Background: an optimization exercise with open tools, aiming at small area, a short achievable clock period and few clock cycles per item. Do not read the settings as production practice. Where RTL was checked, it was by simulation tests only, not by an equivalence proof against the original. The RTL of run 4 was laid out without a check of its function. Power is estimated from default activity; no workload was simulated.

===== design/flow/flow/run.sh =====
#!/bin/bash
# The standard layout (standard.sh: its synthesis, steps and constraints unchanged) with
# two settings of how the layout is made, read from flow/settings.txt:
#   SETUP_SLACK_MARGIN: ORFS's timing repair aims for this much setup slack at the design's
#     clock period, so it keeps improving the critical paths past what 12 ns needs.
#   BUFFER_PORTS_ARGS: the buffer cell that buffer_ports puts on every input and output port.
# Each tool's full output is in ORFS's log folder (orfs/logs/...); make's own output is kept in
# make.log here.
set -euo pipefail
source flow/settings.txt
bash standard.sh SETUP_SLACK_MARGIN="$MARGIN" BUFFER_PORTS_ARGS="-buffer_cell $PORT_BUF" finish > make.log 2>&1

===== design/flow/flow/settings.txt =====
MARGIN=8
PORT_BUF=sky130_fd_sc_hd__buf_1

===== design/flow/standard.sh =====
#!/bin/bash
# synth_recipe.tcl (not shown) runs the flow's synth.tcl, then flattens the netlist and writes it again
# the make line also repeats each setting of config.mk as NAME=value (left out here)
make -C /OpenROAD-flow-scripts/flow DESIGN_CONFIG=/design/flow/config.mk WORK_HOME=/design/flow/orfs CLKGATE_MAP_FILE= SYNTH_SCRIPT=/design/flow/synth_recipe.tcl "${@:-finish}"

===== design/flow/config.mk =====
export PLATFORM = sky130hd
export DESIGN_NAME = sp_octet_tiled
export DESIGN_NICKNAME = sp_octet_tiled
export VERILOG_FILES = /design/flow/design.v
export SDC_FILE = /design/flow/constraint.sdc
export NUM_CORES = 4
export LEC_CHECK = 0
export CAP_MARGIN = 20
export CORE_MARGIN = 2
export CORE_UTILIZATION = 60
export SLEW_MARGIN = 20
export SYNTH_HIERARCHICAL = 1
export SYNTH_MINIMUM_KEEP_SIZE = 0
export TNS_END_PERCENT = 10

===== design/flow/constraint.sdc =====
create_clock -name core_clock -period 12.0 [get_ports {clk}]
set_input_delay 2.4000 -clock core_clock [delete_from_list [all_inputs] [get_ports {clk}]]
set_output_delay 2.4000 -clock core_clock [all_outputs]
set_load 0.01 [all_outputs]

===== design/flow/design.v =====
package sp_octet_pkg;
   localparam int DW_DEF = 16;
endpackage
module sp_tg_lane (
   input  logic [23:0] enc0,    
   input  logic [23:0] enc1,    
   input  logic [15:0] b0,
   input  logic [15:0] b1,
   input  logic [15:0] fb0,
   input  logic [15:0] fb1,
   output logic [15:0] row0,
   output logic [15:0] row1
);
   logic [7:0] nx0, nx1;
   logic [15:0] pp0_0;
   logic [13:0] pp0_1;
   logic [11:0] pp0_2;
   logic [9:0] pp0_3;
   logic [7:0] pp0_4;
   logic [5:0] pp0_5;
   logic [3:0] pp0_6;
   logic [1:0] pp0_7;
   logic [15:0] pp1_0;
   logic [13:0] pp1_1;
   logic [11:0] pp1_2;
   logic [9:0] pp1_3;
   logic [7:0] pp1_4;
   logic [5:0] pp1_5;
   logic [3:0] pp1_6;
   logic [1:0] pp1_7;
   logic s9_0, c9_0, s10_1, c10_1, s11_2, c11_2, s11_3, c11_3, s12_4, c12_4, s12_5, c12_5, s12_6, c12_6, s13_7, c13_7, s13_8, c13_8, s13_9, c13_9, s13_10, c13_10, s14_11, c14_11, s14_12, c14_12, s14_13, c14_13, s14_14, c14_14, s14_15, c14_15, s5_16, c5_16, s6_17, c6_17, s7_18, c7_18, s7_19, c7_19, s8_20, c8_20, s8_21, c8_21, s8_22, c8_22, s9_23, c9_23, s9_24, c9_24, s9_25, c9_25, s9_26, c9_26, s10_27, c10_27, s10_28, c10_28, s10_29, c10_29, s10_30, c10_30, s11_31, c11_31, s11_32, c11_32, s11_33, c11_33, s11_34, c11_34, s12_35, c12_35, s12_36, c12_36, s12_37, c12_37, s12_38, c12_38, s13_39, c13_39, s13_40, c13_40, s13_41, c13_41, s13_42, c13_42, s14_43, c14_43, s14_44, c14_44, s14_45, c14_45, s14_46, c14_46, s3_47, c3_47, s4_48, c4_48, s4_49, c4_49, s5_50, c5_50, s5_51, c5_51, s5_52, c5_52, s6_53, c6_53, s6_54, c6_54, s6_55, c6_55, s7_56, c7_56, s7_57, c7_57, s7_58, c7_58, s8_59, c8_59, s8_60, c8_60, s8_61, c8_61, s9_62, c9_62, s9_63, c9_63, s9_64, c9_64, s10_65, c10_65, s10_66, c10_66, s10_67, c10_67, s11_68, c11_68, s11_69, c11_69, s11_70, c11_70, s12_71, c12_71, s12_72, c12_72, s12_73, c12_73, s13_74, c13_74, s13_75, c13_75, s13_76, c13_76, s14_77, c14_77, s14_78, c14_78, s14_79, c14_79, s1_80, c1_80, s2_81, c2_81, s2_82, c2_82, s3_83, c3_83, s3_84, c3_84, s4_85, c4_85, s4_86, c4_86, s5_87, c5_87, s5_88, c5_88, s6_89, c6_89, s6_90, c6_90, s7_91, c7_91, s7_92, c7_92, s8_93, c8_93, s8_94, c8_94, s9_95, c9_95, s9_96, c9_96, s10_97, c10_97, s10_98, c10_98, s11_99, c11_99, s11_100, c11_100, s12_101, c12_101, s12_102, c12_102, s13_103, c13_103, s13_104, c13_104, s14_105, c14_105, s14_106, c14_106, s0_107, c0_107, s1_108, c1_108, s2_109, c2_109, s3_110, c3_110, s4_111, c4_111, s5_112, c5_112, s6_113, c6_113, s7_114, c7_114, s8_115, c8_115, s9_116, c9_116, s10_117, c10_117, s11_118, c11_118, s12_119, c12_119, s13_120, c13_120, s14_121, c14_121, s0_122, c0_122, s1_123, c1_123, s2_124, c2_124, s3_125, c3_125, s4_126, c4_126, s5_127, c5_127, s6_128, c6_128, s7_129, c7_129, s8_130, c8_130, s9_131, c9_131, s10_132, c10_132, s11_133, c11_133, s12_134, c12_134, s13_135, c13_135, s14_136, c14_136, x15_0, x15_1, x15_2, x15_3, x15_4, x15_5, x15_6, x15_7, x15_8, x15_9, x15_10, x15_11, x15_12, x15_13, x15_14, x15_15, x15_16, x15_17, x15_18, x15_19, x15_20, x15_21, x15_22, x15_23, x15_24, x15_25, x15_26, x15_27, x15_28, x15_29, x15_30, x15_31, x15_32, x15_33;
   for (genvar j = 0; j < 8; j++) begin : g_pp0
      logic one, two, neg;
      logic [16:0] bx;
      logic [15-2*j:0] row;
      assign one = enc0[3*j];
      assign two = enc0[3*j+1];
      assign neg = enc0[3*j+2];
      assign bx = {b0, 1'b0};
      assign row[0] = one & bx[1];
      for (genvar k = 1; k < 16 - 2*j; k++) begin : g_bit
         assign row[k] = ((one & bx[k+1]) | (two & bx[k])) ^ neg;
      end
      assign nx0[j] = neg & ~row[0];
      if (j == 0) assign pp0_0 = row;
      if (j == 1) assign pp0_1 = row;
      if (j == 2) assign pp0_2 = row;
      if (j == 3) assign pp0_3 = row;
      if (j == 4) assign pp0_4 = row;
      if (j == 5) assign pp0_5 = row;
      if (j == 6) assign pp0_6 = row;
      if (j == 7) assign pp0_7 = row;
   end
   for (genvar j = 0; j < 8; j++) begin : g_pp1
      logic one, two, neg;
      logic [16:0] bx;
      logic [15-2*j:0] row;
      assign one = enc1[3*j];
      assign two = enc1[3*j+1];
      assign neg = enc1[3*j+2];
      assign bx = {b1, 1'b0};
      assign row[0] = one & bx[1];
      for (genvar k = 1; k < 16 - 2*j; k++) begin : g_bit
         assign row[k] = ((one & bx[k+1]) | (two & bx[k])) ^ neg;
      end
      assign nx1[j] = neg & ~row[0];
      if (j == 0) assign pp1_0 = row;
      if (j == 1) assign pp1_1 = row;
      if (j == 2) assign pp1_2 = row;
      if (j == 3) assign pp1_3 = row;
      if (j == 4) assign pp1_4 = row;
      if (j == 5) assign pp1_5 = row;
      if (j == 6) assign pp1_6 = row;
      if (j == 7) assign pp1_7 = row;
   end
   sp_ha u_ha0 (.a(pp0_0[9]), .b(pp0_1[7]), .s(s9_0), .co(c9_0));
   sp_fa u_fa1 (.a(pp0_0[10]), .b(pp0_1[8]), .c(pp0_2[6]), .s(s10_1), .co(c10_1));
   sp_fa u_fa2 (.a(pp0_0[11]), .b(pp0_1[9]), .c(pp0_2[7]), .s(s11_2), .co(c11_2));
   sp_fa u_fa3 (.a(pp0_3[5]), .b(pp0_4[3]), .c(pp0_5[1]), .s(s11_3), .co(c11_3));
   sp_fa u_fa4 (.a(pp0_0[12]), .b(pp0_1[10]), .c(pp0_2[8]), .s(s12_4), .co(c12_4));
   sp_fa u_fa5 (.a(pp0_3[6]), .b(pp0_4[4]), .c(pp0_5[2]), .s(s12_5), .co(c12_5));
   sp_ha u_ha6 (.a(pp0_6[0]), .b(pp1_0[12]), .s(s12_6), .co(c12_6));
   sp_fa u_fa7 (.a(pp0_0[13]), .b(pp0_1[11]), .c(pp0_2[9]), .s(s13_7), .co(c13_7));
   sp_fa u_fa8 (.a(pp0_3[7]), .b(pp0_4[5]), .c(pp0_5[3]), .s(s13_8), .co(c13_8));
   sp_fa u_fa9 (.a(pp0_6[1]), .b(nx0[6]), .c(pp1_0[13]), .s(s13_9), .co(c13_9));
   sp_fa u_fa10 (.a(pp1_1[11]), .b(pp1_2[9]), .c(pp1_3[7]), .s(s13_10), .co(c13_10));
   sp_fa u_fa11 (.a(pp0_0[14]), .b(pp0_1[12]), .c(pp0_2[10]), .s(s14_11), .co(c14_11));
   sp_fa u_fa12 (.a(pp0_3[8]), .b(pp0_4[6]), .c(pp0_5[4]), .s(s14_12), .co(c14_12));
   sp_fa u_fa13 (.a(pp0_6[2]), .b(pp0_7[0]), .c(pp1_0[14]), .s(s14_13), .co(c14_13));
   sp_fa u_fa14 (.a(pp1_1[12]), .b(pp1_2[10]), .c(pp1_3[8]), .s(s14_14), .co(c14_14));
   sp_ha u_ha15 (.a(pp1_4[6]), .b(pp1_5[4]), .s(s14_15), .co(c14_15));
   sp_ha u_ha16 (.a(pp0_0[5]), .b(pp0_1[3]), .s(s5_16), .co(c5_16));
   sp_fa u_fa17 (.a(pp0_0[6]), .b(pp0_1[4]), .c(pp0_2[2]), .s(s6_17), .co(c6_17));
   sp_fa u_fa18 (.a(pp0_0[7]), .b(pp0_1[5]), .c(pp0_2[3]), .s(s7_18), .co(c7_18));
   sp_fa u_fa19 (.a(pp0_3[1]), .b(nx0[3]), .c(pp1_0[7]), .s(s7_19), .co(c7_19));
   sp_fa u_fa20 (.a(pp0_0[8]), .b(pp0_1[6]), .c(pp0_2[4]), .s(s8_20), .co(c8_20));
   sp_fa u_fa21 (.a(pp0_3[2]), .b(pp0_4[0]), .c(pp1_0[8]), .s(s8_21), .co(c8_21));
   sp_ha u_ha22 (.a(pp1_1[6]), .b(pp1_2[4]), .s(s8_22), .co(c8_22));
   sp_fa u_fa23 (.a(pp0_2[5]), .b(pp0_3[3]), .c(pp0_4[1]), .s(s9_23), .co(c9_23));
   sp_fa u_fa24 (.a(nx0[4]), .b(pp1_0[9]), .c(pp1_1[7]), .s(s9_24), .co(c9_24));
   sp_fa u_fa25 (.a(pp1_2[5]), .b(pp1_3[3]), .c(pp1_4[1]), .s(s9_25), .co(c9_25));
   sp_ha u_ha26 (.a(nx1[4]), .b(fb1[9]), .s(s9_26), .co(c9_26));
   sp_fa u_fa27 (.a(pp0_3[4]), .b(pp0_4[2]), .c(pp0_5[0]), .s(s10_27), .co(c10_27));
   sp_fa u_fa28 (.a(pp1_0[10]), .b(pp1_1[8]), .c(pp1_2[6]), .s(s10_28), .co(c10_28));
   sp_fa u_fa29 (.a(pp1_3[4]), .b(pp1_4[2]), .c(pp1_5[0]), .s(s10_29), .co(c10_29));
   sp_fa u_fa30 (.a(fb1[10]), .b(c9_0), .c(s10_1), .s(s10_30), .co(c10_30));
   sp_fa u_fa31 (.a(nx0[5]), .b(pp1_0[11]), .c(pp1_1[9]), .s(s11_31), .co(c11_31));
   sp_fa u_fa32 (.a(pp1_2[7]), .b(pp1_3[5]), .c(pp1_4[3]), .s(s11_32), .co(c11_32));
   sp_fa u_fa33 (.a(pp1_5[1]), .b(nx1[5]), .c(fb1[11]), .s(s11_33), .co(c11_33));
   sp_fa u_fa34 (.a(c10_1), .b(s11_2), .c(s11_3), .s(s11_34), .co(c11_34));
   sp_fa u_fa35 (.a(pp1_1[10]), .b(pp1_2[8]), .c(pp1_3[6]), .s(s12_35), .co(c12_35));
   sp_fa u_fa36 (.a(pp1_4[4]), .b(pp1_5[2]), .c(pp1_6[0]), .s(s12_36), .co(c12_36));
   sp_fa u_fa37 (.a(fb1[12]), .b(s12_6), .c(c11_2), .s(s12_37), .co(c12_37));
   sp_fa u_fa38 (.a(c11_3), .b(s12_4), .c(s12_5), .s(s12_38), .co(c12_38));
   sp_fa u_fa39 (.a(pp1_4[5]), .b(pp1_5[3]), .c(pp1_6[1]), .s(s13_39), .co(c13_39));
   sp_fa u_fa40 (.a(nx1[6]), .b(fb1[13]), .c(c12_6), .s(s13_40), .co(c13_40));
   sp_fa u_fa41 (.a(c12_4), .b(c12_5), .c(s13_7), .s(s13_41), .co(c13_41));
   sp_fa u_fa42 (.a(s13_8), .b(s13_9), .c(s13_10), .s(s13_42), .co(c13_42));
   sp_fa u_fa43 (.a(pp1_6[2]), .b(pp1_7[0]), .c(fb1[14]), .s(s14_43), .co(c14_43));
   sp_fa u_fa44 (.a(s14_15), .b(c13_7), .c(c13_8), .s(s14_44), .co(c14_44));
   sp_fa u_fa45 (.a(c13_9), .b(c13_10), .c(s14_11), .s(s14_45), .co(c14_45));
   sp_fa u_fa46 (.a(s14_12), .b(s14_13), .c(s14_14), .s(s14_46), .co(c14_46));
   sp_fa u_fa47 (.a(pp0_0[3]), .b(pp0_1[1]), .c(nx0[1]), .s(s3_47), .co(c3_47));
   sp_fa u_fa48 (.a(pp0_0[4]), .b(pp0_1[2]), .c(pp0_2[0]), .s(s4_48), .co(c4_48));
   sp_ha u_ha49 (.a(pp1_0[4]), .b(pp1_1[2]), .s(s4_49), .co(c4_49));
   sp_fa u_fa50 (.a(pp0_2[1]), .b(nx0[2]), .c(pp1_0[5]), .s(s5_50), .co(c5_50));
   sp_fa u_fa51 (.a(pp1_1[3]), .b(pp1_2[1]), .c(nx1[2]), .s(s5_51), .co(c5_51));
   sp_ha u_ha52 (.a(fb1[5]), .b(s5_16), .s(s5_52), .co(c5_52));
   sp_fa u_fa53 (.a(pp0_3[0]), .b(pp1_0[6]), .c(pp1_1[4]), .s(s6_53), .co(c6_53));
   sp_fa u_fa54 (.a(pp1_2[2]), .b(pp1_3[0]), .c(fb1[6]), .s(s6_54), .co(c6_54));
   sp_fa u_fa55 (.a(c5_16), .b(s6_17), .c(fb0[6]), .s(s6_55), .co(c6_55));
   sp_fa u_fa56 (.a(pp1_1[5]), .b(pp1_2[3]), .c(pp1_3[1]), .s(s7_56), .co(c7_56));
   sp_fa u_fa57 (.a(nx1[3]), .b(fb1[7]), .c(c6_17), .s(s7_57), .co(c7_57));
   sp_fa u_fa58 (.a(s7_18), .b(s7_19), .c(fb0[7]), .s(s7_58), .co(c7_58));
   sp_fa u_fa59 (.a(pp1_3[2]), .b(pp1_4[0]), .c(fb1[8]), .s(s8_59), .co(c8_59));
   sp_fa u_fa60 (.a(s8_22), .b(c7_18), .c(c7_19), .s(s8_60), .co(c8_60));
   sp_fa u_fa61 (.a(s8_20), .b(s8_21), .c(fb0[8]), .s(s8_61), .co(c8_61));
   sp_fa u_fa62 (.a(c8_22), .b(s9_26), .c(s9_0), .s(s9_62), .co(c9_62));
   sp_fa u_fa63 (.a(c8_20), .b(c8_21), .c(s9_23), .s(s9_63), .co(c9_63));
   sp_fa u_fa64 (.a(s9_24), .b(s9_25), .c(fb0[9]), .s(s9_64), .co(c9_64));
   sp_fa u_fa65 (.a(c9_26), .b(c9_23), .c(c9_24), .s(s10_65), .co(c10_65));
   sp_fa u_fa66 (.a(c9_25), .b(s10_27), .c(s10_28), .s(s10_66), .co(c10_66));
   sp_fa u_fa67 (.a(s10_29), .b(fb0[10]), .c(s10_30), .s(s10_67), .co(c10_67));
   sp_fa u_fa68 (.a(c10_27), .b(c10_28), .c(c10_29), .s(s11_68), .co(c11_68));
   sp_fa u_fa69 (.a(s11_31), .b(s11_32), .c(s11_33), .s(s11_69), .co(c11_69));
   sp_fa u_fa70 (.a(c10_30), .b(fb0[11]), .c(s11_34), .s(s11_70), .co(c11_70));
   sp_fa u_fa71 (.a(c11_31), .b(c11_32), .c(c11_33), .s(s12_71), .co(c12_71));
   sp_fa u_fa72 (.a(s12_35), .b(s12_36), .c(c11_34), .s(s12_72), .co(c12_72));
   sp_fa u_fa73 (.a(s12_37), .b(fb0[12]), .c(s12_38), .s(s12_73), .co(c12_73));
   sp_fa u_fa74 (.a(c12_35), .b(c12_36), .c(s13_39), .s(s13_74), .co(c13_74));
   sp_fa u_fa75 (.a(s13_40), .b(c12_37), .c(c12_38), .s(s13_75), .co(c13_75));
   sp_fa u_fa76 (.a(fb0[13]), .b(s13_41), .c(s13_42), .s(s13_76), .co(c13_76));
   sp_fa u_fa77 (.a(c13_39), .b(s14_43), .c(c13_40), .s(s14_77), .co(c14_77));
   sp_fa u_fa78 (.a(c13_41), .b(c13_42), .c(s14_44), .s(s14_78), .co(c14_78));
   sp_fa u_fa79 (.a(fb0[14]), .b(s14_45), .c(s14_46), .s(s14_79), .co(c14_79));
   sp_fa u_fa80 (.a(pp0_0[1]), .b(nx0[0]), .c(pp1_0[1]), .s(s1_80), .co(c1_80));
   sp_fa u_fa81 (.a(pp0_0[2]), .b(pp0_1[0]), .c(pp1_0[2]), .s(s2_81), .co(c2_81));
   sp_ha u_ha82 (.a(pp1_1[0]), .b(fb1[2]), .s(s2_82), .co(c2_82));
   sp_fa u_fa83 (.a(pp1_0[3]), .b(pp1_1[1]), .c(nx1[1]), .s(s3_83), .co(c3_83));
   sp_fa u_fa84 (.a(fb1[3]), .b(s3_47), .c(fb0[3]), .s(s3_84), .co(c3_84));
   sp_fa u_fa85 (.a(pp1_2[0]), .b(fb1[4]), .c(s4_49), .s(s4_85), .co(c4_85));
   sp_fa u_fa86 (.a(c3_47), .b(s4_48), .c(fb0[4]), .s(s4_86), .co(c4_86));
   sp_fa u_fa87 (.a(c4_49), .b(c4_48), .c(s5_50), .s(s5_87), .co(c5_87));
   sp_fa u_fa88 (.a(s5_51), .b(s5_52), .c(fb0[5]), .s(s5_88), .co(c5_88));
   sp_fa u_fa89 (.a(c5_50), .b(c5_51), .c(s6_53), .s(s6_89), .co(c6_89));
   sp_fa u_fa90 (.a(s6_54), .b(c5_52), .c(s6_55), .s(s6_90), .co(c6_90));
   sp_fa u_fa91 (.a(c6_53), .b(c6_54), .c(s7_56), .s(s7_91), .co(c7_91));
   sp_fa u_fa92 (.a(s7_57), .b(c6_55), .c(s7_58), .s(s7_92), .co(c7_92));
   sp_fa u_fa93 (.a(c7_56), .b(s8_59), .c(c7_57), .s(s8_93), .co(c8_93));
   sp_fa u_fa94 (.a(s8_60), .b(c7_58), .c(s8_61), .s(s8_94), .co(c8_94));
   sp_fa u_fa95 (.a(c8_59), .b(c8_60), .c(s9_62), .s(s9_95), .co(c9_95));
   sp_fa u_fa96 (.a(s9_63), .b(c8_61), .c(s9_64), .s(s9_96), .co(c9_96));
   sp_fa u_fa97 (.a(c9_62), .b(c9_63), .c(s10_65), .s(s10_97), .co(c10_97));
   sp_fa u_fa98 (.a(s10_66), .b(c9_64), .c(s10_67), .s(s10_98), .co(c10_98));
   sp_fa u_fa99 (.a(c10_65), .b(c10_66), .c(s11_68), .s(s11_99), .co(c11_99));
   sp_fa u_fa100 (.a(s11_69), .b(c10_67), .c(s11_70), .s(s11_100), .co(c11_100));
   sp_fa u_fa101 (.a(c11_68), .b(c11_69), .c(s12_71), .s(s12_101), .co(c12_101));
   sp_fa u_fa102 (.a(c11_70), .b(s12_72), .c(s12_73), .s(s12_102), .co(c12_102));
   sp_fa u_fa103 (.a(c12_71), .b(s13_74), .c(c12_72), .s(s13_103), .co(c13_103));
   sp_fa u_fa104 (.a(c12_73), .b(s13_75), .c(s13_76), .s(s13_104), .co(c13_104));
   sp_fa u_fa105 (.a(c13_74), .b(s14_77), .c(c13_75), .s(s14_105), .co(c14_105));
   sp_fa u_fa106 (.a(c13_76), .b(s14_78), .c(s14_79), .s(s14_106), .co(c14_106));
   sp_ha u_ha107 (.a(pp0_0[0]), .b(pp1_0[0]), .s(s0_107), .co(c0_107));
   sp_fa u_fa108 (.a(nx1[0]), .b(fb1[1]), .c(s1_80), .s(s1_108), .co(c1_108));
   sp_fa u_fa109 (.a(s2_82), .b(c1_80), .c(s2_81), .s(s2_109), .co(c2_109));
   sp_fa u_fa110 (.a(c2_82), .b(c2_81), .c(s3_83), .s(s3_110), .co(c3_110));
   sp_fa u_fa111 (.a(c3_83), .b(s4_85), .c(c3_84), .s(s4_111), .co(c4_111));
   sp_fa u_fa112 (.a(c4_85), .b(s5_87), .c(c4_86), .s(s5_112), .co(c5_112));
   sp_fa u_fa113 (.a(c5_87), .b(s6_89), .c(c5_88), .s(s6_113), .co(c6_113));
   sp_fa u_fa114 (.a(c6_89), .b(s7_91), .c(c6_90), .s(s7_114), .co(c7_114));
   sp_fa u_fa115 (.a(c7_91), .b(s8_93), .c(c7_92), .s(s8_115), .co(c8_115));
   sp_fa u_fa116 (.a(c8_93), .b(s9_95), .c(c8_94), .s(s9_116), .co(c9_116));
   sp_fa u_fa117 (.a(c9_95), .b(s10_97), .c(c9_96), .s(s10_117), .co(c10_117));
   sp_fa u_fa118 (.a(c10_97), .b(s11_99), .c(c10_98), .s(s11_118), .co(c11_118));
   sp_fa u_fa119 (.a(c11_99), .b(s12_101), .c(c11_100), .s(s12_119), .co(c12_119));
   sp_fa u_fa120 (.a(c12_101), .b(s13_103), .c(c12_102), .s(s13_120), .co(c13_120));
   sp_fa u_fa121 (.a(c13_103), .b(s14_105), .c(c13_104), .s(s14_121), .co(c14_121));
   sp_ha u_ha122 (.a(fb1[0]), .b(s0_107), .s(s0_122), .co(c0_122));
   sp_fa u_fa123 (.a(c0_107), .b(fb0[1]), .c(s1_108), .s(s1_123), .co(c1_123));
   sp_fa u_fa124 (.a(c1_108), .b(fb0[2]), .c(s2_109), .s(s2_124), .co(c2_124));
   sp_fa u_fa125 (.a(c2_109), .b(s3_110), .c(s3_84), .s(s3_125), .co(c3_125));
   sp_fa u_fa126 (.a(c3_110), .b(s4_86), .c(s4_111), .s(s4_126), .co(c4_126));
   sp_fa u_fa127 (.a(s5_88), .b(c4_111), .c(s5_112), .s(s5_127), .co(c5_127));
   sp_fa u_fa128 (.a(c5_112), .b(s6_113), .c(s6_90), .s(s6_128), .co(c6_128));
   sp_fa u_fa129 (.a(c6_113), .b(s7_92), .c(s7_114), .s(s7_129), .co(c7_129));
   sp_fa u_fa130 (.a(s8_94), .b(c7_114), .c(s8_115), .s(s8_130), .co(c8_130));
   sp_fa u_fa131 (.a(s9_96), .b(c8_115), .c(s9_116), .s(s9_131), .co(c9_131));
   sp_fa u_fa132 (.a(s10_98), .b(c9_116), .c(s10_117), .s(s10_132), .co(c10_132));
   sp_fa u_fa133 (.a(s11_100), .b(c10_117), .c(s11_118), .s(s11_133), .co(c11_133));
   sp_fa u_fa134 (.a(s12_102), .b(c11_118), .c(s12_119), .s(s12_134), .co(c12_134));
   sp_fa u_fa135 (.a(s13_104), .b(c12_119), .c(s13_120), .s(s13_135), .co(c13_135));
   sp_fa u_fa136 (.a(s14_106), .b(c13_120), .c(s14_121), .s(s14_136), .co(c14_136));
   sp_x2 u_x1 (.a(pp0_0[15]), .b(pp0_1[13]), .y(x15_0));
   sp_x2 u_x2 (.a(pp0_2[11]), .b(pp0_3[9]), .y(x15_1));
   sp_x2 u_x3 (.a(pp0_4[7]), .b(pp0_5[5]), .y(x15_2));
   sp_x2 u_x4 (.a(pp0_6[3]), .b(pp0_7[1]), .y(x15_3));
   sp_x2 u_x5 (.a(nx0[7]), .b(pp1_0[15]), .y(x15_4));
   sp_x2 u_x6 (.a(pp1_1[13]), .b(pp1_2[11]), .y(x15_5));
   sp_x2 u_x7 (.a(pp1_3[9]), .b(pp1_4[7]), .y(x15_6));
   sp_x2 u_x8 (.a(pp1_5[5]), .b(pp1_6[3]), .y(x15_7));
   sp_x2 u_x9 (.a(pp1_7[1]), .b(nx1[7]), .y(x15_8));
   sp_x2 u_x10 (.a(fb1[15]), .b(x15_0), .y(x15_9));
   sp_x2 u_x11 (.a(x15_1), .b(x15_2), .y(x15_10));
   sp_x2 u_x12 (.a(x15_3), .b(x15_4), .y(x15_11));
   sp_x2 u_x13 (.a(x15_5), .b(x15_6), .y(x15_12));
   sp_x2 u_x14 (.a(x15_7), .b(x15_8), .y(x15_13));
   sp_x2 u_x15 (.a(c14_15), .b(c14_11), .y(x15_14));
   sp_x2 u_x16 (.a(c14_12), .b(c14_13), .y(x15_15));
   sp_x2 u_x17 (.a(c14_14), .b(c14_43), .y(x15_16));
   sp_x2 u_x18 (.a(x15_9), .b(x15_10), .y(x15_17));
   sp_x2 u_x19 (.a(x15_11), .b(x15_12), .y(x15_18));
   sp_x2 u_x20 (.a(x15_13), .b(x15_14), .y(x15_19));
   sp_x2 u_x21 (.a(x15_15), .b(x15_16), .y(x15_20));
   sp_x2 u_x22 (.a(x15_17), .b(x15_18), .y(x15_21));
   sp_x2 u_x23 (.a(c14_44), .b(x15_19), .y(x15_22));
   sp_x2 u_x24 (.a(x15_20), .b(x15_21), .y(x15_23));
   sp_x2 u_x25 (.a(fb0[15]), .b(c14_45), .y(x15_24));
   sp_x2 u_x26 (.a(c14_46), .b(c14_77), .y(x15_25));
   sp_x2 u_x27 (.a(x15_22), .b(x15_23), .y(x15_26));
   sp_x2 u_x28 (.a(x15_24), .b(x15_25), .y(x15_27));
   sp_x2 u_x29 (.a(c14_78), .b(x15_26), .y(x15_28));
   sp_x2 u_x30 (.a(c14_79), .b(x15_27), .y(x15_29));
   sp_x2 u_x31 (.a(x15_28), .b(c14_105), .y(x15_30));
   sp_x2 u_x32 (.a(x15_29), .b(c14_106), .y(x15_31));
   sp_x2 u_x33 (.a(x15_30), .b(x15_31), .y(x15_32));
   sp_x2 u_x34 (.a(c14_121), .b(x15_32), .y(x15_33));
   assign row0 = {c14_136, c13_135, c12_134, c11_133, c10_132, c9_131, c8_130, c7_129, c6_128, c5_127, c4_126, c3_125, c2_124, c1_123, c0_122, s0_122};
   assign row1 = {x15_33, s14_136, s13_135, s12_134, s11_133, s10_132, s9_131, s8_130, s7_129, s6_128, s5_127, s4_126, s3_125, s2_124, s1_123, fb0[0]};
endmodule
module sp_fa (input logic a, b, c, output logic s, co);
   assign s  = a ^ b ^ c;
   assign co = (a & b) | (a & c) | (b & c);
endmodule
module sp_x2 (input logic a, b, output logic y);
   assign y = a ^ b;
endmodule
module sp_ha (input logic a, b, output logic s, co);
   assign s  = a ^ b;
   assign co = a & b;
endmodule
module sp_octet_tiled
#(
   parameter int NUM_TG = 2,
   parameter int DW     = sp_octet_pkg::DW_DEF,
   parameter int KW     = 8
)
(
   input  logic                   clk,
   input  logic                   rstn,
   input  logic                   start,
   input  logic [KW-1:0]          k_steps,
   output logic                   busy,
   input  logic                   c_valid,
   output logic                   c_ready,
   input  logic [NUM_TG*4*DW-1:0] c_data,
   input  logic                   ab_valid,
   output logic                   ab_ready,
   input  logic [NUM_TG*4*DW-1:0] a_data,
   input  logic [NUM_TG*8-1:0]    idx_data,
   input  logic [8*DW-1:0]        b_data,
   output logic                   out_valid,
   input  logic                   out_ready,
   output logic [NUM_TG*4*DW-1:0] out_data
);
   logic          cur_v, cur_first, nxt_v;
   logic [KW-1:0] cur_rem, nxt_k, k_eff;
   logic          cur_last;
   logic          st_acc, ab_hs, out_hs;
   logic          x_v, x_first, x_last;
   logic          y_fin;        
   logic          drain;        
   logic          c_seen;       
   logic          cur_v_n, cur_first_n, nxt_v_n;
   logic [KW-1:0] cur_rem_n, nxt_k_n;
   logic          x_v_n, x_first_n, x_last_n, y_fin_n, c_seen_n, out_valid_n;
   logic          c_ready_n, ab_ready_n, out_block_n, c_ok_n, cur_last_n;
   assign k_eff    = (k_steps == '0) ? KW'(1) : k_steps;
   assign cur_last = (cur_rem == KW'(1));
   assign busy     = nxt_v;
   assign st_acc   = start & ~nxt_v;
   assign ab_hs    = ab_valid & ab_ready;
   assign out_hs   = out_valid & out_ready;
   assign drain    = y_fin & (~out_valid | out_ready);
   always_comb begin
      cur_v_n     = cur_v;
      cur_first_n = cur_first;
      cur_rem_n   = cur_rem;
      nxt_v_n     = nxt_v;
      nxt_k_n     = nxt_k;
      if (!cur_v || (ab_hs && cur_last)) begin
         if (nxt_v) begin
            cur_v_n     = 1'b1;
            cur_first_n = 1'b1;
            cur_rem_n   = nxt_k;
            nxt_v_n     = 1'b0;
         end else if (start) begin
            cur_v_n     = 1'b1;
            cur_first_n = 1'b1;
            cur_rem_n   = k_eff;
         end else begin
            cur_v_n     = 1'b0;
         end
      end else begin
         if (ab_hs) begin
            cur_first_n = 1'b0;
            cur_rem_n   = cur_rem - KW'(1);
         end
         if (st_acc) begin
            nxt_v_n = 1'b1;
            nxt_k_n = k_eff;
         end
      end
      cur_last_n = (cur_rem_n == KW'(1));
      x_v_n     = ab_hs;
      x_first_n = cur_first & ab_hs;
      x_last_n  = cur_last;
      y_fin_n   = (x_v && x_last) ? 1'b1 : drain ? 1'b0 : y_fin;
      c_ready_n = x_v_n & x_first_n;
      c_seen_n  = c_valid & ~c_ready;
      c_ok_n    = c_seen_n & ~c_ready_n;
      out_valid_n = drain ? 1'b1 : out_hs ? 1'b0 : out_valid;
      out_block_n = (y_fin_n & out_valid_n) | (x_v_n & x_last_n & (out_valid_n | y_fin_n));
      ab_ready_n  = cur_v_n & (~cur_first_n | c_ok_n) & ~out_block_n;
   end
   always_ff @(posedge clk) begin
      if (!rstn) begin
         cur_v     <= 1'b0;
         cur_first <= 1'b0;
         cur_rem   <= '0;
         nxt_v     <= 1'b0;
         nxt_k     <= '0;
         x_v       <= 1'b0;
         x_first   <= 1'b0;
         x_last    <= 1'b0;
         y_fin     <= 1'b0;
         c_seen    <= 1'b0;
         out_valid <= 1'b0;
         c_ready   <= 1'b0;
         ab_ready  <= 1'b0;
      end else begin
         cur_v     <= cur_v_n;
         cur_first <= cur_first_n;
         cur_rem   <= cur_rem_n;
         nxt_v     <= nxt_v_n;
         nxt_k     <= nxt_k_n;
         x_v       <= x_v_n;
         x_first   <= x_first_n;
         x_last    <= x_last_n;
         y_fin     <= y_fin_n;
         c_seen    <= c_seen_n;
         out_valid <= out_valid_n;
         c_ready   <= c_ready_n;
         ab_ready  <= ab_ready_n;
      end
   end
   logic [8*24-1:0]        enc_in, xenc;
   logic [16*DW-1:0]       bsel_in, xbsel;
   logic [8*DW-1:0]        y0, y1, r0, r1, res;
   for (genvar w = 0; w < 8; w++) begin : g_enc
      logic [16:0] wx;
      assign wx = {a_data[w*DW +: DW], 1'b0};
      for (genvar j = 0; j < 8; j++) begin : g_dig
         logic x2, x1, x0;
         assign x2 = wx[2*j+2];
         assign x1 = wx[2*j+1];
         assign x0 = wx[2*j];
         assign enc_in[24*w+3*j] = x1 ^ x0;
         assign enc_in[24*w+3*j+1] = (x2 & ~x1 & ~x0) | (~x2 & x1 & x0);
         assign enc_in[24*w+3*j+2] = x2;
      end
   end
   for (genvar q = 0; q < 8; q++) begin : g_sel
      for (genvar c = 0; c < 2; c++) begin : g_col
         logic [1:0] i;
         assign i = idx_data[2*q +: 2];
         assign bsel_in[(2*q+c)*DW +: DW] = b_data[(4*c + i)*DW +: DW];
      end
   end
   always_ff @(posedge clk) begin
      xenc  <= ab_hs ? enc_in : '0;
      xbsel <= bsel_in;
   end
   logic [8*DW-1:0] fb0, fb1;
   assign fb0 = x_first ? c_data : y0;
   assign fb1 = x_first ? '0 : y1;
   for (genvar t = 0; t < NUM_TG; t++) begin : g_tg
      for (genvar r = 0; r < 2; r++) begin : g_row
         for (genvar c = 0; c < 2; c++) begin : g_col
            localparam int L = 4*t + 2*r + c;
            localparam int Q = 4*t + 2*r;
            sp_tg_lane u_lane (
               .enc0 (xenc[24*Q +: 24]),
               .enc1 (xenc[24*(Q+1) +: 24]),
               .b0   (xbsel[(2*Q + c)*DW +: DW]),
               .b1   (xbsel[(2*(Q+1) + c)*DW +: DW]),
               .fb0  (fb0[L*DW +: DW]),
               .fb1  (fb1[L*DW +: DW]),
               .row0 (r0[L*DW +: DW]),
               .row1 (r1[L*DW +: DW])
            );
         end
      end
   end
   always_ff @(posedge clk) begin
      y0 <= r0;
      y1 <= r1;
   end
   for (genvar l = 0; l < 8; l++) begin : g_res
      always_ff @(posedge clk) begin
         if (drain) res[l*DW +: DW] <= y0[l*DW +: DW] + y1[l*DW +: DW];
      end
   end
   assign out_data = res;
endmodule

==> results.yml, run 1 <==
drt:
  route.met2.wl_mm: 122.7
  drtPass1Iterations: 8
  drt-total-wl_mm: 285.0
  vias: 60320
  drt_iter0_drc: 7544
  drcViolationCount: 0
  via_per_inst: 6.742
  wl_met1_mm: 108.2
  drtAntennaViolNets: 0
  highest_layer: "met5"
  wl_per_cell_um: 31.85
  wl_met3_mm: 40.03
floorplan:
  row_count: 136
  die_h_um: 375.1
  core_region_area_mm2: 0.1372
  dieArea_mm2: 0.1407
  io_pins: 546
  die_w_um: 375.1
  initial_core_util: 0.6025
place:
  pre_cts_ws_ns: 6.828
  post-place-cells: 8692
  dp_hpwl_mm: 208.5
  gp_congestion: 1.006
  portBuffers: 545
  dpl_cell_area_mm2: 0.08294
finish:
  area_delta_synth_final_pct: 5.888
  finish.utilization: 0.6380
  layoutNonFillerInstCount: 8947
  fin_nets: 8668
  drive_gt1_frac: 0.1580
  fin_area_mm2: 0.08750
sta:
  drv_slew: 0
  rsz0062_at_grt: "yes"
  max_freq_ghz: 0.2460
  fin_skew_ns: 0.04739
  setup_viol: 0
  hold_violations: 0
  layout_min_cycle_time_ns: 4.065
  fin_tns_setup_ns: 0
  period_share: 0.3387
  max_slew_margin: 0.1260
  worstMarginPinSlew_ns: 1.311
  setup_ws_ns: 7.935
cts:
  clock_sinks: 858
  cts-root-buf: "clkbuf_16"
  clock_latency_ns: 0.75
  hold_buffers: 0
  clkTransAtPathRegs_ns: 0.06
  cts_buffers: 100
  cts_buffer_depth: 3
  cts_tree: "done"
  cts-htree-levels: 3
synth:
  synth_cells: 7036
  syn-num-nets: 8676
  synth_area_mm2: 0.08264
  synth_area_per_cell_um2: 11.74
  ys_seq_area_frac: 0.2234
  yosysUniqueCellTypes: 75
  ys.warnings.count: 7
  ys.flop_type: "dfxtp_1"
  synth_edf_count: 128
  synthArstFlopShare: 0
  ys_ff_latch: 858
power:
  power.density_mw_per_mm2: 188.6
  ir_drop_mv: 0.1481
  p_leak_uw: 0.03380
min_path:
  hp-class: "reg -> reg"
setup_path:
  critical_path_class: "reg -> reg"
  path_max_fanout: 24
  start_kind: "flop"
  critPathCaptureType: "flop"
  cp.required_ns: 12.61
  worstPathArrival_ns: 4.67
global_routing:
  first_global_vias: 61710
  grt_max_degree: 129
  grt_first_pass_wirelength_mm: 415.6
  overflow: 0
  antenna_found_initial: 89
  grtUsageTotal: 0.4015
run:
  drv_cap: 0
outcome:
  status: "timing/DRC/antenna clean"
==> timing repair <==
item	CTS	global route
buffers inserted	2	18
resized for setup	147	147
pin swaps	1	10
endpoints found under the setup margin	107	75
cloned	0	8
==> final timing paths <==
kind | startpoint | end | depth (start not counted) | slack [ns]
hold reg to reg | cur_rem[6] | cur_rem[6] | 2 | 0.47
setup reg to reg | xenc[54] | y1[45] | 9 | 7.94
setup / recovery | xenc[54] | y1[45] | 9 | 7.94
hold / removal | cur_rem[6] | cur_rem[6] | 2 | 0.47
==> synthesized netlist by cell type (63+ instances only) <==
master       n  area share
xnor2_1   1155        0.12
fa_1      1016        0.25
a22oi_1    923       0.084
dfxtp_1    730        0.18
xor2_1     304       0.032
nor2b_1    286       0.022
buf_4      280       0.025
buf_2      274       0.017
mux4_2     256       0.070
ha_1       210       0.032
a21oi_1    149      0.0090
and2_1     139       0.011
edfxtp_1   128       0.047
mux2_2     128       0.017
nor2_1     111      0.0050
a22oi_2    105       0.016
clkbuf_1   102      0.0046
buf_6       88       0.012
and3_1      86      0.0065
o21ai_0     63      0.0038
==> critical path, cell delays in order (launching register included) <==
cell	delay, ns
dfxtp_1	0.33
buf_6	0.27
a22oi_1	0.15
xnor2_1	0.18
fa_1	0.58
fa_2	0.65
fa_2	0.47
fa_2	0.35
fa_1	0.53
fa_1	0.42
==> per-module statistics from Yosys (local to each module, per instance) <==
module	copies in the design	cells	flops+latches	area, um2
sp_fa	1008	1	0	20.02
sp_ha	88	1	0	12.51
sp_octet_tiled	1	2692	858	35580
sp_tg_lane	8	372	0	2924
sp_x2	272	1	0	8.758
==> kinds of logic after synthesis <==
group / after synthesis / synth area share
xor gates and xnor gates: 1459 / 0.1546
AOI/OAI and AO/OA: 1424 / 0.1305
adders and majority gates: 1226 / 0.2779
DFF: 858 / 0.2234
and+or+nand+nor: 853 / 0.06190
buffers and inverters: 820 / 0.06296
muxes: 396 / 0.08867
==> layout make-up <==
cell class	count	area, um2
Multi-Input combinational cell	5358	59230
Antenna cell	38	95.09
Timing Repair Buffer	689	3767
Tap cell	1794	2245
Inverter	21	78.83
Fill cell	10930	49650
Sequential cell	858	18750
Clock inverter	49	445.4
Clock buffer	140	2888
==> per-layer routing <==
metal,up-vias,track usage
li1,24630,-
met1,30520,0.5251
met2,4134,0.5925
met3,916,0.1662
met4,114,0.1587
met5,-,0.005832
==> placed cells by master, fill, tap and decap left out, drive strengths merged, types with 14 or more instances in the layout <==
cell type  instances
nand3             14
inv               35
buf              662
or3b              56
dfxtp            730
diode             38
mux4             256
ha               210
mux2             128
xor2             304
nor3              14
xnor2           1155
and3              87
nor2             111
and2             139
a22oi           1028
a21o              44
o21bai            16
nand2             60
a211oi            25
o21ai             64
a31oi             18
clkinv            22
a21oi            152
nand3b            60
edfxtp           128
fa              1016
clkbuf           167
nor2b            286
==> flip-flops by register name (all words and copies together) (netlist names), 8 cells and up <==
name	cells
xbsel	256
nxt_k	8
y0	128
y1	128
xenc	192
res	128
cur_rem	8
==> per-stage QoR <==
stage          hold slack, ns  total power, uW
2_1_floorplan          0.4340            13480
3_3_place_gp           0.4653            12940
3_5_place_dp           0.4543            13270
4_1_cts                0.4645            16520
5_1_grt                0.4864            17850
6_report               0.4730            16500
==> report_power, final <==
group	switching (uW)	internal (uW)	leakage [uW]
Sequential	697	3780	0.00727
Clock	1360	1780	0.00163
Combinational	4740	4130	0.0249
Testbench counts, summed over its fixed seeds: cycles 4,491, tiles 512.
==> run 2: changes to the inputs <==
--- a/design/flow/config.mk
+++ b/design/flow/config.mk
@@ -13,2 +13 @@
 export SYNTH_MINIMUM_KEEP_SIZE = 0
-export TNS_END_PERCENT = 10
==> run 2 against run 1 <==
Compared with the run above: cell count grew 0.37%; critical endpoint is now y1[46]; sequential power is essentially flat; via count is 0.21% higher; first-iteration DRC count fell by 3.6%; combinational power rose by 1%; total power rose by 0.64%; fmax grew 1.8%; die area is the same; critical path type unchanged; still clean.
==> results.yml, run 2 <==
outcome:
  status: "timing/DRC/antenna clean"
finish:
  fin_nets: 8700
  ff_latch_area_mm2: 0.01892
  final_common_cell: "xnor2_1"
  top_regs: "xbsel x256, xenc x192"
  drive_gt1_frac: 0.1822
  finish.utilization: 0.6476
  nFillCells: 10890
  top_register: "xbsel"
  largest_reg_flops: 256
  final_cell_mix: "xnor2_1 (1145), a22oi_1 (905), fa_1 (868), dfxtp_1 (533), buf_1 (528)"
  multiInputGateArea_mm2: 0.05961
  area_delta_synth_final_pct: 7.481
floorplan:
  die_w_um: 375.1
  initial_core_util: 0.6025
  io_pins: 546
  core_region_area_mm2: 0.1372
  row_count: 136
  dieArea_mm2: 0.1407
  die_h_um: 375.1
sta:
  hold_violations: 0
  drv_slew: 0
  fin_skew_ns: 0.03278
  rsz0062_at_grt: "yes"
  setup_viol: 0
  worstMarginPinSlew_ns: 1.275
  period_share: 0.3329
  max_slew_margin: 0.1499
  max_freq_ghz: 0.2503
  layout_min_cycle_time_ns: 3.995
  fin_tns_setup_ns: 0
global_routing:
  grtUsageTotal: 0.3993
  grt_first_pass_wirelength_mm: 414.4
  antenna_found_initial: 98
  first_global_vias: 60720
  grt_max_degree: 88
  overflow: 0
setup_path:
  start_kind: "flop"
  critical_path_class: "reg -> reg"
  cp.required_ns: 12.62
  slowest_delay_ns: 0.67
  critPathCaptureType: "flop"
  crit_chain: "buf_12 -> a22oi_1 -> xnor2_1 -> fa_1 -> fa_2 -> fa_1 -> fa_2 -> fa_1 -> fa_1"
  worstPathArrival_ns: 4.61
  critPathSlowestCell: "fa_2"
  path_max_fanout: 12
  cp_common_cell: "fa_1"
synth:
  synth_common_cells: "xnor2_1 (1155), fa_1 (1016), a22oi_1 (923), dfxtp_1 (730), xor2_1 (304)"
  syn-num-nets: 8676
  ys_ff_latch: 858
  yosysUniqueCellTypes: 75
  ys_seq_area_frac: 0.2234
  ys.warnings.count: 7
  synth_area_per_cell_um2: 11.74
  synthArstFlopShare: 0
  synth_edf_count: 128
  ys.flop_type: "dfxtp_1"
  netlist.area_leader.share: 0.2461
  synth_area_mm2: 0.08264
  post-synth-top-count-cell: "xnor2_1"
  synth_cells: 7036
  yosys.area.top_type: "fa_1"
  yosys-top-cells-area: "fa_1 (25%), dfxtp_1 (18%), xnor2_1 (12%)"
place:
  gp_congestion: 1.027
  portBuffers: 545
  dp_hpwl_mm: 211.7
cts:
  cts_buffer_depth: 3
  clock_sinks: 858
  clkTransAtPathRegs_ns: 0.06
  clock_latency_ns: 0.74
  hold_buffers: 0
  cts-root-buf: "clkbuf_16"
  cts_tree: "done"
  cts_buffers: 99
  cts-htree-levels: 3
drt:
  drtPass1Iterations: 6
  drt-total-wl_mm: 287.0
  drt_iter0_drc: 7271
  via_per_inst: 6.731
  drcViolationCount: 0
  vias: 60450
  wl_per_cell_um: 31.96
  drtAntennaViolNets: 0
run:
  drv_cap: 0
power:
  p_leak_uw: 0.03414
  power.density_mw_per_mm2: 187.0
  ir_drop_mv: 0.1852
min_path:
  hp-class: "reg -> reg"
## run 2: cell counts after synthesis
No cell type changed its count.
## run 2: worst paths after layout
path         slack [ns]  cells after the start          to  startpoint
min reg2reg        0.46                      2  cur_rem[6]  cur_rem[6]
min                0.46                      2  cur_rem[6]  cur_rem[6]
max                8.01                      9      y1[46]    xenc[51]
max reg2reg        8.01                      9      y1[46]    xenc[51]
## run 2: worst max-delay path: cells and delay by family (launching register included)
kind	cells	cell delay [ns]
AO/OA/AOI/OAI	1	0.24
flip-flops	1	0.40
adder cells (fa/ha/maj)	6	2.87
buffers and inverters	1	0.17
XOR/XNOR	1	0.18
## run 2: layer usage
metal / GRT usage / part of all wire / up-vias
li1: - / - / 24690
met1: 0.5311 / 0.38 / 30640
met2: 0.5840 / 0.43 / 4136
met3: 0.1534 / 0.14 / 864
met4: 0.1670 / 0.049 / 116
met5: 0.006861 / 0.0027 / -
## run 2: cell families after synthesis
kind of cell / count (synthesis) / synth area share
xor gates and xnor gates: 1459 / 0.1546
DFF: 858 / 0.2234
AOI/OAI and AO/OA: 1424 / 0.1305
and+or+nand+nor: 853 / 0.06190
buffers and inverters: 820 / 0.06296
adders and majority gates: 1226 / 0.2779
muxes: 396 / 0.08867
## run 2: stage by stage
step	power (uW)	cells	hold WS [ns]	setup WS, ns	area (um2)
after floorplan	13580	7036	0.4340	7.413	83080
after detailed placement	13380	8687	0.4498	7.304	83110
after CTS	16600	8875	0.4591	7.940	87110
after global routing	17970	8956	0.4928	7.921	88760
final	16610	8980	0.4627	8.005	88820
after global placement	13040	8687	0.4451	7.325	83110
## run 2: cell type report
cell class,count,share of cell area
antenna,44,0.001240
clock buffer,126,0.03077
clock inverter,57,0.006297
inverter,21,0.0008875
multi-input combinational,5358,0.6712
sequential,858,0.2130
tap,1794,0.02527
timing repair buffer,722,0.05129
## run 2: Yosys stat by module, one instance, submodules excluded
module / copies in the design / cells
sp_fa: 1008 / 1
sp_octet_tiled: 1 / 2692
sp_ha: 88 / 1
sp_tg_lane: 8 / 372
sp_x2: 272 / 1
## run 2: power by group
| group | internal [uW] | total, uW | switching [uW] |
|---|---|---|---|
| Combinational | 4200 | 8980 | 4780 |
| Clock | 1770 | 3140 | 1370 |
| Sequential | 3780 | 4490 | 706 |
## run 2: timing repair
item                       CTS  global route
gates resized for setup    232           247
pin swaps                    4            51
gates cloned                 3            21
setup buffers                2            40
setup endpoints to repair   93            58
==> run 3: changes to the inputs <==
--- a/design/flow/config.mk
+++ b/design/flow/config.mk
@@ -10,2 +10,3 @@
 export CORE_UTILIZATION = 60
+export CTS_BUF_LIST = sky130_fd_sc_hd__clkbuf_4 sky130_fd_sc_hd__clkbuf_8 sky130_fd_sc_hd__clkbuf_16
 export SLEW_MARGIN = 20
==> run 3 against run 2 <==
Compared with the run above: non-clock buffer count shrank 2; final area is essentially flat; global-route usage is essentially flat; largest power group unchanged.
==> results.yml, run 3 <==
outcome:
  status: "timing/DRC/antenna clean"
cts:
  cts_buffers: 99
  clkTransAtPathRegs_ns: 0.06
  clock_sinks: 858
  clock_latency_ns: 0.74
  hold_buffers: 0
  cts-htree-levels: 3
  cts_buffer_depth: 3
  cts-root-buf: "clkbuf_16"
  cts_tree: "done"
floorplan:
  initial_core_util: 0.6025
  row_count: 136
  die_h_um: 375.1
  dieArea_mm2: 0.1407
  core_region_area_mm2: 0.1372
  io_pins: 546
  die_w_um: 375.1
power:
  power.switching_uw: 6854
  p_leak_uw: 0.03416
  seq_power_share: 0.270
  power.density_mw_per_mm2: 187.5
  power_uw: 16640
  clockPowerShare: 0.191
  p_int_uw: 9790
  power_frac_comb: 0.539
  ir_drop_mv: 0.1914
  swShare: 0.4118
min_path:
  hp-class: "reg -> reg"
drt:
  via_per_inst: 6.725
  drt_iter0_drc: 6955
  drt-total-wl_mm: 286.6
  drtAntennaViolNets: 0
  drcViolationCount: 0
  drtPass1Iterations: 6
  vias: 60320
  wl_per_cell_um: 31.95
finish:
  final_common_cell: "xnor2_1"
  largest_reg_flops: 256
  fin_nets: 8698
  area_delta_synth_final_pct: 7.437
  drive_gt1_frac: 0.1836
  top_regs: "xbsel x256, xenc x192"
  fin_area_mm2: 0.08878
  top_register: "xbsel"
  final_cell_mix: "xnor2_1 (1146), a22oi_1 (905), fa_1 (869), dfxtp_1 (534), buf_1 (528)"
synth:
  syn-num-nets: 8676
  synth_area_mm2: 0.08264
  yosys.area.top_type: "fa_1"
  yosys-top-cells-area: "fa_1 (25%), dfxtp_1 (18%), xnor2_1 (12%)"
  synth_common_cells: "xnor2_1 (1155), fa_1 (1016), a22oi_1 (923), dfxtp_1 (730), xor2_1 (304)"
  ys_ff_latch: 858
  netlist.area_leader.share: 0.2461
  synth_cells: 7036
  synthArstFlopShare: 0
  ys_seq_area_frac: 0.2234
  synth_area_per_cell_um2: 11.74
  synth_edf_count: 128
  yosysUniqueCellTypes: 75
  post-synth-top-count-cell: "xnor2_1"
  ys.flop_type: "dfxtp_1"
  ys.warnings.count: 7
global_routing:
  grt_max_degree: 88
  grtUsageTotal: 0.3993
  antenna_found_initial: 97
  overflow: 0
  first_global_vias: 60680
  grt_first_pass_wirelength_mm: 414.3
place:
  dp_hpwl_mm: 211.7
  dpl_cell_area_mm2: 0.08311
  gp_congestion: 1.027
  pre_cts_ws_ns: 7.304
  portBuffers: 545
setup_path:
  cp.required_ns: 12.59
  r2r_cells: 7
  startpoint: "xenc[132]"
  path_max_fanout: 16
  endpoint: "y1[93]"
  worstPathArrival_ns: 4.59
  r2r_setup_slack_ns: 8.01
  r2r-start: "xenc[132]"
  critical_path_class: "reg -> reg"
  critPathCaptureType: "flop"
  start_kind: "flop"
  regToRegEndpoint: "y1[93]"
sta:
  worstMarginPinSlew_ns: 1.232
  setup_viol: 0
  max_freq_ghz: 0.2504
  max_slew_margin: 0.1787
  layout_min_cycle_time_ns: 3.994
  hold_slack_ns: 0.4616
  hold_violations: 0
  drv_slew: 0
  fin_tns_setup_ns: 0
  period_share: 0.3328
  rsz0062_at_grt: "yes"
  setup_ws_ns: 8.006
  fin_skew_ns: 0.04147
run:
  drv_cap: 0
-- run 3: how the worst min path moves through the flow --
stage / from / endpoint / cells after the start
floorplan: cur_rem[6] / cur_rem[6] / 2
global placement: cur_rem[6] / cur_rem[6] / 2
detailed placement: cur_rem[6] / cur_rem[6] / 2
CTS: cur_rem[6] / cur_rem[6] / 2
global route: cur_rem[6] / cur_rem[6] / 2
finish: cur_rem[6] / cur_rem[6] / 2
-- run 3: final cells by class --
type / count / area (um2)
clock inverter: 57 / 559.3
multi-input combinational: 5358 / 59600
inverter: 21 / 78.83
clock buffer: 126 / 2789
timing repair buffer: 720 / 4499
tap: 1794 / 2245
antenna: 35 / 87.58
sequential: 858 / 18920
fill: 10890 / 48370
-- run 3: logic make-up (layout without fill, tap and decap cells) --
| family | count (synthesis) | in the layout | synth area share |
|---|---|---|---|
| and+or+nand+nor | 853 | 853 | 0.06190 |
| xor gates and xnor gates | 1459 | 1459 | 0.1546 |
| other | 0 | 35 | 0 |
| muxes | 396 | 396 | 0.08867 |
| AOI/OAI and AO/OA | 1424 | 1424 | 0.1305 |
| buffers and inverters | 820 | 924 | 0.06296 |
| DFF | 858 | 858 | 0.2234 |
| adders and majority gates | 1226 | 1226 | 0.2779 |
-- run 3: through the flow --
step	std cells	util
floorplan	7036	-
detailed placement	8687	0.6060
global route	8951	0.6470
finish	8969	0.6473
CTS	8875	0.6355
global placement	8687	0.6060
-- run 3: worst max-delay path, cell delays in order, from the launching register on --
cell     delay, ns
dfxtp_1       0.87
a22oi_1       0.23
xnor2_1       0.20
fa_1          0.60
fa_1          0.47
fa_1          0.52
fa_1          0.54
fa_1          0.41
-- run 3: power groups by stage --
stage	combinational [uW]	sequential [uW]	clock, uW
floorplan	9490	4090	0
global placement	8530	4510	0
detailed placement	8880	4500	0
CTS	8980	4450	3200
global route	10200	4530	3310
finish	8980	4490	3170
-- run 3: per-module statistics from Yosys, one instance, submodules excluded --
module          cells  times used  flops+latches  cell area, um2
sp_octet_tiled   2692           1            858           35580
sp_tg_lane        372           8              0            2924
sp_fa               1        1008              0           20.02
sp_ha               1          88              0           12.51
sp_x2               1         272              0           8.758
-- run 3: per-layer routing --
layer / global-route usage / vias to the layer above / part of all wire
met2: 0.5841 / 4044 / 0.43
met1: 0.5313 / 30620 / 0.38
met4: 0.1675 / 124 / 0.048
li1: - / 24670 / -
met5: 0.006861 / - / 0.0029
met3: 0.1526 / 854 / 0.14
-- run 3: repair_timing --
action	in CTS	in global routing
pin swaps	4	52
endpoints found under the setup margin	93	58
setup buffers	2	39
resized for setup	232	242
gates cloned	3	20
==> run 4: changes to the inputs <==
--- a/design/flow/design.v
+++ b/design/flow/design.v
@@ -398,4 +398,10 @@
    end
+   for (genvar d = 0; d < 8*8; d++) begin : g_xenc
+      always_ff @(posedge clk) begin
+         xenc[3*d]   <= ab_hs & enc_in[3*d];
+         xenc[3*d+1] <= ab_hs & enc_in[3*d+1];
+         xenc[3*d+2] <= enc_in[3*d+2];
+      end
+   end
    always_ff @(posedge clk) begin
-      xenc  <= ab_hs ? enc_in : '0;
       xbsel <= bsel_in;
--- a/design/flow/config.mk
+++ b/design/flow/config.mk
@@ -10,3 +10,2 @@
 export CORE_UTILIZATION = 60
-export CTS_BUF_LIST = sky130_fd_sc_hd__clkbuf_4 sky130_fd_sc_hd__clkbuf_8 sky130_fd_sc_hd__clkbuf_16
 export SLEW_MARGIN = 20
==> run 4 against run 3 <==
Compared with the run above: worst setup slack improved by 0.014 ns; sequential power rose by 5.6%; clock power up 3%; synthesized cell count grew 0.84%; fmax grew 0.35%; clock skew is 0.0095 ns lower; total power grew 28%; first-iteration DRC count is 0.50% lower; global-route usage fell by 1.5 points; wire length down 2.7%; cell count rose by 1.0%; synthesized area fell by 0.44%; critical endpoint is now y1[125].
==> results.yml, run 4 <==
synth:
  ys.warnings.count: 7
  synthArstFlopShare: 0
  yosys.area_share.xor_xnor: 0.1543
  synth_top_family_by_area: "adder cells"
  synth_area_per_cell_um2: 11.60
  synth_edf_count: 128
  synth-simple-area-share: 0.05890
  synth_area_mm2: 0.08227
  muxShareOfSynthArea: 0.08918
  synth_common_cells: "xnor2_1 (1139), fa_1 (1016), a22oi_1 (922), dfxtp_1 (730), xor2_1 (310)"
  yosys.area.top_type: "fa_1"
  synthAdderAreaFrac: 0.2792
  synth_cells: 7095
  post-synth-top-count-cell: "xnor2_1"
  netlist.area_leader.share: 0.2472
  yosysUniqueCellTypes: 84
  ys.flop_type: "dfxtp_1"
  ys_seq_area_frac: 0.2244
  yosys-top-cells-area: "fa_1 (25%), dfxtp_1 (18%), xnor2_1 (12%)"
  syn-num-nets: 8735
  ys_ff_latch: 858
  synth_compound_area_frac: 0.1310
sta:
  layout_min_cycle_time_ns: 3.980
  setup_viol: 0
  hold_slack_ns: 0.4810
  setup_ws_ns: 8.020
  fin_tns_setup_ns: 0
  hold_violations: 0
  fin_skew_ns: 0.03199
  drv_slew: 0
  worstMarginPinSlew_ns: 1.315
  rsz0062_at_grt: "yes"
  max_freq_ghz: 0.2512
  period_share: 0.3317
  max_slew_margin: 0.1234
run:
  drv_cap: 0
cts:
  cts_buffers: 101
  clkTransAtPathRegs_ns: 0.06
  cts_tree: "done"
  cts-root-buf: "clkbuf_16"
  cts-htree-levels: 3
  clock_sinks: 858
  cts_buffer_depth: 3
  clock_latency_ns: 0.76
drt:
  vias: 60050
  drt-total-wl_mm: 278.8
  drtPass1Iterations: 6
  drt_iter0_drc: 6920
  drtAntennaViolNets: 0
  drcViolationCount: 0
  via_per_inst: 6.626
  wl_per_cell_um: 30.76
place:
  dpl_cell_area_mm2: 0.08317
  dp_hpwl_mm: 203.1
  portBuffers: 545
  gp_congestion: 1.005
  pre_cts_ws_ns: 7.083
power:
  ir_drop_mv: 0.2795
  power.density_mw_per_mm2: 238.6
  p_leak_uw: 0.03121
finish:
  final_cell_mix: "xnor2_1 (1127), a22oi_1 (896), fa_1 (776), dfxtp_1 (537), buf_1 (528)"
  top_regs: "xbsel x256, xenc x192"
  drive_gt1_frac: 0.1888
  fin_area_mm2: 0.08947
  finish.utilization: 0.6588
  largest_reg_flops: 256
  ff_latch_area_mm2: 0.01894
  area_delta_synth_final_pct: 8.752
  fin_nets: 8794
  top_register: "xbsel"
  nFillCells: 10540
  multiInputGateArea_mm2: 0.05977
  final_common_cell: "xnor2_1"
floorplan:
  die_w_um: 374.3
  die_h_um: 374.3
  io_pins: 546
  dieArea_mm2: 0.1401
  row_count: 135
  core_region_area_mm2: 0.1358
  initial_core_util: 0.6058
min_path:
  hp-start: "cur_first"
  hp-class: "reg -> reg"
  hold-path-cell-count: 1
  hold_end: "c_ready"
global_routing:
  grtUsageTotal: 0.3847
  grt_max_degree: 71
  overflow: 0
  grt_first_pass_wirelength_mm: 400.6
  antenna_found_initial: 84
  first_global_vias: 60150
setup_path:
  worstPathArrival_ns: 4.60
  r2r-start: "xbsel[214]"
  r2r_setup_slack_ns: 8.02
  cp.required_ns: 12.62
  path_max_fanout: 10
  critical_path_class: "reg -> reg"
  regToRegEndpoint: "y1[125]"
  critPathCaptureType: "flop"
  r2r_cells: 8
  start_kind: "flop"
outcome:
  status: "timing/DRC/antenna clean"
[run 4: cell type report]
| class | instances | share of cell area |
|---|---|---|
| tap | 1781 | 0.02491 |
| clock buffer | 138 | 0.03253 |
| clock inverter | 50 | 0.006419 |
| multi-input combinational | 5425 | 0.6680 |
| inverter | 34 | 0.001426 |
| antenna | 42 | 0.001175 |
| timing repair buffer | 734 | 0.05378 |
| sequential | 858 | 0.2117 |
[run 4: through the flow]
stage               total power (uW)  instances
floorplan                      19750       7095
global placement               17400       8747
detailed placement             17930       8747
CTS                            21380       8945
global route                   23320       9043
finish                         21350       9062
[run 4: logic make-up (layout without fill, tap and decap cells)]
family | after synthesis | in the layout
buf+inv | 812 | 956
other cells | 0 | 42
compound gates | 1416 | 1416
mux | 397 | 397
fa+ha+maj | 1226 | 1226
simple gates | 937 | 937
flops | 858 | 858
xor+xnor | 1449 | 1449
[run 4: worst max-delay path by stage]
stage	start	end	slack (ns)	cells past startpoint
CTS	xenc[49]	y1[60]	7.92	9
finish	xbsel[214]	y1[125]	8.02	8
global placement	ab_valid	cur_rem[6]	7.13	6
floorplan	out_ready	res[0]	7.24	2
global route	xenc[81]	y1[46]	7.97	9
detailed placement	ab_valid	cur_rem[6]	7.08	6
[run 4: report_power, final]
part	internal (uW)	switching [uW]	total (uW)
clock	1900	1380	3280
sequential	4030	710	4740
combinational	6370	6960	13300
[run 4: routing by layer]
metal | GRT usage | up-vias | part of all wire
met1 | 0.5216 | 30450 | 0.39
li1 | - | 24850 | -
met5 | 0.003087 | - | 0.0017
met3 | 0.1413 | 804 | 0.13
met4 | 0.1492 | 74 | 0.049
met2 | 0.5611 | 3873 | 0.43
[run 4: what timing repair did]
action,CTS,global route
endpoints found under the hold margin,0,0
setup buffers,7,53
hold buffers,0,0
gates resized for setup,256,273
pin swaps,9,67
gates cloned,3,22
setup endpoints to repair,122,32
[run 4: worst max-delay path: stages (launching register included)]
cell and delay [ns]:
dfxtp_2 0.50, a22oi_1 0.15, xnor2_1 0.17, fa_1 0.56, fa_2 0.65, fa_2 0.47, fa_2 0.36, fa_2 0.56
fa_2 0.42
[run 4: per-module statistics from Yosys, one instance, submodules excluded]
module          flip-flops and latches  area [um2]
sp_octet_tiled                     858       35220
sp_tg_lane                           0        2924
sp_fa                                0       20.02
sp_ha                                0       12.51
sp_x2                                0       8.758

==> port drivers added, routing unchanged <==
Ports are ideal in the flow. The routed layouts listed here were re-timed in OpenROAD. Step 1 (the two cells are an assumption about what drives the block):
set clk [get_ports {clk}]
set_driving_cell -lib_cell sky130_fd_sc_hd__clkbuf_16 $clk
set_driving_cell -lib_cell sky130_fd_sc_hd__buf_2 [delete_from_list [all_inputs] $clk]
Step 2 adds t to the input delays and takes it off the output delays; t is the mean of the earliest and latest rising clock arrival at the registers after step 1. Input paths then give back, and output paths get back, about the clock's delay inside the block. Slacks: ideal / step 1 / step 2; pairs: ideal / step 1.
| run | shift t [ns] | setup slack, ns | clock arrival spread, ns | worst data-port slew with drivers (ns) | cell pins on the clock port's net |
|---|---|---|---|---|---|
| run 1 | 0.820 | 7.935 / 7.894 / 7.260 | 0.053 / 0.053 | 0.23 | 1 |
| run 2 | 0.817 | 8.005 / 8.005 / 7.279 | 0.042 / 0.041 | 0.24 | 1 |
| run 3 | 0.821 | 8.006 / 8.006 / 7.278 | 0.046 / 0.045 | 0.22 | 1 |
| run 4 | 0.831 | 8.020 / 8.020 / 7.265 | 0.034 / 0.035 | 0.21 | 1 |
After both steps every run listed still meets setup and hold. For run 4, which loses most, drivers alone change the setup slack by 0.000 ns; drivers and shift together by -0.755 ns.
